From an optimization exercise on the open Yosys and OpenROAD flow, aimed at small area and a short achievable clock period; shortcuts taken in it are not production practice.
RTL that was checked went through simulation tests only; none was proved equivalent to the original.
The clock port is modelled as an ideal driver; clocking choices that lean on that would not hold on a real chip.
Power and IR drop assume default switching activity.

the previous run:
Design frame_detector, start of the top module:
module frame_detector #(
  parameter int FIFO_DEPTH = 4
) (
  input  logic        clk_in,
  input  logic        rst_n,
  input  logic [15:0] data_in,
  output logic        data_out_ch1, data_out_ch2, data_out_ch3, data_out_ch4,
  output logic        data_out_ch5, data_out_ch6, data_out_ch7, data_out_ch8,
  output logic        data_vld_ch1, data_vld_ch2, data_vld_ch3, data_vld_ch4,
  output logic        data_vld_ch5, data_vld_ch6, data_vld_ch7, data_vld_ch8,
  output logic        fifo_empty,
  output logic        fifo_full,
  output logic        crc_valid_o,
  output logic        crc_err
);
For scale: roughly 1,400 cells after synthesis, ~800 flip-flops, roughly 38 I/O pins, roughly 22,000 um2 of cells after synthesis.
Settings: LEC_CHECK=0, CAP_MARGIN=20, CORE_MARGIN=2, CORE_UTILIZATION=40, PLACE_DENSITY=0.6, SLEW_MARGIN=20; clock period 14.0 ns.
standard.sh (not shown) runs the stock make flow with config.mk's settings and CLKGATE_MAP_FILE= SYNTH_SCRIPT=/design/flow/synth_recipe.tcl, a recipe that flattens the netlist after the stock synthesis.
==> flow/flow/run.sh <==
#!/bin/bash
set -euo pipefail
bash standard.sh SETUP_SLACK_MARGIN=10.35 CTS_CLUSTER_SIZE=25 CTS_CLUSTER_DIAMETER=100 CORE_UTILIZATION=50 PLACE_DENSITY=0.7 POST_CTS_TCL=$PWD/flow/post_cts.tcl finish > standard_finish.log 2>&1
==> flow/flow/post_cts.tcl <==
set block [ord::get_db_block]
set clk_port [expr {[info exists ::env(FLOW_CLK_PORT)] ? $::env(FLOW_CLK_PORT) : "clk_in"}]
set clk_net [$block findNet $clk_port]
set iterms [$clk_net getITerms]
if {[llength $iterms] == 1} {
  set root [[lindex $iterms 0] getInst]
  set master [[$root getMaster] getName]
  set out_net [[$root findITerm X] getNet]
  set sinks {}
  foreach it [$out_net getITerms] {
    if {[$it getInst] ne $root} { lappend sinks $it }
  }
  set ok [expr {[string match "*clkbuf*" $master] && [llength $sinks] <= 4}]
  foreach it $sinks {
    if {![string match "*clkbuf*" [[[$it getInst] getMaster] getName]]} { set ok 0 }
  }
  if {$ok} {
    puts "post_cts: removing root buffer [$root getName] ($master), port now feeds [llength $sinks] buffers"
    foreach it $sinks {
      $it disconnect
      $it connect $clk_net
    }
    odb::dbInst_destroy $root
    odb::dbNet_destroy $out_net
  } else {
    puts "post_cts: root buffer kept"
  }
}
The previous run: all stages complete, timing, DRC and antenna checks passed
Modified inputs, the current run compared to the previous run
==> flow/flow/run.sh <==
#!/bin/bash
set -euo pipefail
bash standard.sh \
  SETUP_SLACK_MARGIN=10.4 \
  CTS_ARGS="-sink_clustering_enable -repair_clock_nets -sink_clustering_size 25 -sink_clustering_max_diameter 100 -balance_levels" \
  CORE_UTILIZATION=50 PLACE_DENSITY=0.7 \
  POST_CTS_TCL="$PWD/flow/post_cts.tcl" \
  BUFFER_PORTS_ARGS="-buffer_cell sky130_fd_sc_hd__buf_2" \
  finish > standard_finish.log 2>&1
Notes after the runs:
Between the previous run and the current run, the difference in power dissipated by switching net loads is negligible. Between the previous run and the current run, the share of power burned in combinational logic does not differ in any meaningful way. As far as clock buffer instance count of the final layout goes, the previous run and the current run are indistinguishable; the numbers are identical. Against the previous run, the current run reports a area added between synthesis and finish that is lower. Final worst setup slack essentially unchanged between the previous run and the current run. The sum of routed wire length over all layers number comes out higher for the previous run vs the current run. Tapcell count: the current run vs the previous run identical. NOTE: wire length of the first global-routing pass in the current run falls short of that of the previous run.

========
== old ==
Another version of the RTL of frame_detector (not shown whole).
Size in the first run: about 1,400 cells after synthesis, roughly 800 flip-flops.
==> flow/config.mk <==
export PLATFORM = sky130hd
export DESIGN_NAME = frame_detector
export DESIGN_NICKNAME = frame_detector
export VERILOG_FILES = /design/flow/design.v
export SDC_FILE = /design/flow/constraint.sdc
export NUM_CORES = 4
export LEC_CHECK = 0
export CAP_MARGIN = 20
export CORE_MARGIN = 2
export CORE_UTILIZATION = 40
export PLACE_DENSITY = 0.6
export SLEW_MARGIN = 20
==> flow/constraint.sdc <==
create_clock -name core_clock -period 14.0 [get_ports {clk_in}]
set_input_delay 2.8000 -clock core_clock [delete_from_list [all_inputs] [get_ports {clk_in}]]
set_output_delay 2.8000 -clock core_clock [all_outputs]
set_load 0.01 [all_outputs]
==> flow/flow/run.sh <==
#!/bin/bash
set -euo pipefail
bash standard.sh SETUP_SLACK_MARGIN=10.4 CTS_CLUSTER_SIZE=25 CTS_CLUSTER_DIAMETER=100 CORE_UTILIZATION=50 PLACE_DENSITY=0.7 POST_CTS_TCL=$PWD/flow/post_cts.tcl finish > standard_finish.log 2>&1
Scripts as last shown in full above: flow/flow/post_cts.tcl
old: flow completed, timing, DRC and antenna clean
Changes in new relative to old:
==> flow/flow/run.sh <==
#!/bin/bash
set -euo pipefail
bash standard.sh SETUP_SLACK_MARGIN=10.4 CTS_CLUSTER_SIZE=25 CTS_CLUSTER_DIAMETER=100 CORE_UTILIZATION=50 PLACE_DENSITY=0.7  finish > standard_finish.log 2>&1
removed: flow/flow/post_cts.tcl
--- outcome ---
The final layout from new, which completed every stage, passed the timing, DRC and antenna checks at the end of the flow.
Depth of the critical timing path with buffers and inverters included came out exactly the same in new and old.
From old to new the numbers moved as follows: utilization now sits at about the same level; wire length flat.
No run of this note included a check of the RTL's function; only the layout flow was run.

========
main:
Another version of the RTL of frame_detector (not shown whole).
Size: about 800 flip-flops, about 22000 µm² of cells after synthesis.
Design frame_detector, start of the top module:
module frame_detector #(
  parameter int FIFO_DEPTH = 4
) (
  input  logic        clk_in,
  input  logic        rst_n,
  input  logic [15:0] data_in,
  output logic        data_out_ch1, data_out_ch2, data_out_ch3, data_out_ch4,
  output logic        data_out_ch5, data_out_ch6, data_out_ch7, data_out_ch8,
  output logic        data_vld_ch1, data_vld_ch2, data_vld_ch3, data_vld_ch4,
  output logic        data_vld_ch5, data_vld_ch6, data_vld_ch7, data_vld_ch8,
  output logic        fifo_empty,
  output logic        fifo_full,
  output logic        crc_valid_o,
  output logic        crc_err
);
  localparam logic [15:0] HEADER_WORD  = frame_detector_pkg::HEADER_WORD;
  localparam logic [15:0] TRAILER_WORD = frame_detector_pkg::TRAILER_WORD;
  localparam int          MAX_WORDS    = frame_detector_pkg::MAX_WORDS;
  localparam int          NSLOT        = FIFO_DEPTH + 1;
  localparam logic [2:0]  P_SKIP       = frame_detector_pkg::P_SKIP;
  localparam logic [2:0]  P_HUNT       = frame_detector_pkg::P_HUNT;
  localparam logic [2:0]  P_HDR2       = frame_detector_pkg::P_HDR2;
  localparam logic [2:0]  P_CHAN       = frame_detector_pkg::P_CHAN;
  localparam logic [2:0]  P_BODY       = frame_detector_pkg::P_BODY;
  localparam logic [2:0]  P_CHECK      = frame_detector_pkg::P_CHECK;
  function automatic logic onehot4(input logic [3:0] x);
    onehot4 = ((x[0] ^ x[1]) && !(x[2] || x[3])) || ((x[2] ^ x[3]) && !(x[0] || x[1]));
  endfunction
  function automatic logic [15:0] crc16_step(input logic [15:0] crc, input logic [15:0] word);
    logic [15:0] c;
    c = crc ^ word;
  ...
clock: 14.0 ns
lec_check: 0
cap_margin: 20
core_margin: 2
core_utilization: 40
place_density: 0.6
slew_margin: 20
==> flow/flow/run.sh <==
#!/bin/bash
set -euo pipefail
bash standard.sh \
  SETUP_SLACK_MARGIN=10.4 \
  CTS_CLUSTER_SIZE=25 CTS_CLUSTER_DIAMETER=100 \
  CORE_UTILIZATION=50 PLACE_DENSITY=0.7 \
  POST_CTS_TCL="$PWD/flow/post_cts.tcl" \
  BUFFER_PORTS_ARGS="-buffer_cell sky130_fd_sc_hd__buf_2" \
  finish > standard_finish.log 2>&1
==> flow/flow/post_cts.tcl <==
set block [ord::get_db_block]
set clk_port [expr {[info exists ::env(FLOW_CLK_PORT)] ? $::env(FLOW_CLK_PORT) : "clk_in"}]
set clk_net [$block findNet $clk_port]
set iterms [$clk_net getITerms]
if {[llength $iterms] == 1} {
  set root [[lindex $iterms 0] getInst]
  set master [[$root getMaster] getName]
  set out_net [[$root findITerm X] getNet]
  set sinks {}
  foreach it [$out_net getITerms] {
    if {[$it getInst] ne $root} { lappend sinks $it }
  }
  set ok [expr {[string match "*clkbuf*" $master] && [llength $sinks] <= 4}]
  foreach it $sinks {
    if {![string match "*clkbuf*" [[[$it getInst] getMaster] getName]]} { set ok 0 }
  }
  if {$ok} {
    puts "post_cts: removing root buffer [$root getName] ($master), port now feeds [llength $sinks] buffers"
    foreach it $sinks {
      $it disconnect
      $it connect $clk_net
    }
    odb::dbInst_destroy $root
    odb::dbNet_destroy $out_net
  } else {
    puts "post_cts: root buffer kept"
  }
}
### main -> the feature branch
--- a/flow/flow/run.sh
+++ b/flow/flow/run.sh
@@ -4 +4 @@
-  SETUP_SLACK_MARGIN=10.4 \
+  SETUP_SLACK_MARGIN=10.45 \
@@ -6 +6 @@
-  CORE_UTILIZATION=50 PLACE_DENSITY=0.7 \
+  CORE_UTILIZATION=55 PLACE_DENSITY=0.72 \
==> comparison <==
Against main, switching power in the feature branch fell slightly.
Compared with main, the feature branch improves total power.
Against main as the reference, the feature branch delivers a lower final-layout clock buffer total.
Initial core utilization in the feature branch vs main: up 5.3 points
No run of this note included a check of the RTL's function; only the layout flow was run.

==> afterwards: timing with drivers on the ports <==
The results above use ideal ports. As a check the final layouts listed here were re-extracted and re-timed, cells and wires unchanged.
Step 1: set_driving_cell puts a clkbuf_16 on clk_in and a buf_2 on each other input, an assumption about the parent block.
Step 2 adds t to the input delays and takes it off the output delays; t is the mean of the earliest and latest rising clock arrival at the registers after step 1. Input paths then give back, and output paths get back, about the clock's delay inside the block.
Slacks: ideal ports / drivers / drivers and shift; pairs: ideal ports / drivers.
run | t, ns | setup slack, ns | hold slack, ns | worst slew at a driven data input, ns
the previous run | 0.490 | 10.326 / 10.216 / 10.130 | 0.321 / 0.321 / 0.321 | 0.03
the current run | 0.501 | 10.327 / 10.210 / 10.181 | 0.323 / 0.323 / 0.323 | 0.03
old | 0.498 | 10.332 / 10.217 / 10.093 | 0.315 / 0.315 / 0.315 | 0.03
new | 0.631 | 10.137 / 10.085 / 9.891 | 0.314 / 0.314 / 0.314 | 0.03
main | 0.496 | 10.357 / 10.239 / 10.188 | 0.319 / 0.319 / 0.319 | 0.03
the feature branch | 0.495 | 10.329 / 10.214 / 10.176 | 0.324 / 0.325 / 0.325 | 0.03
After both steps every run listed still meets setup and hold. The setup slack of new, which loses most, moves by -0.052 ns with the drivers and by -0.246 ns with both steps.
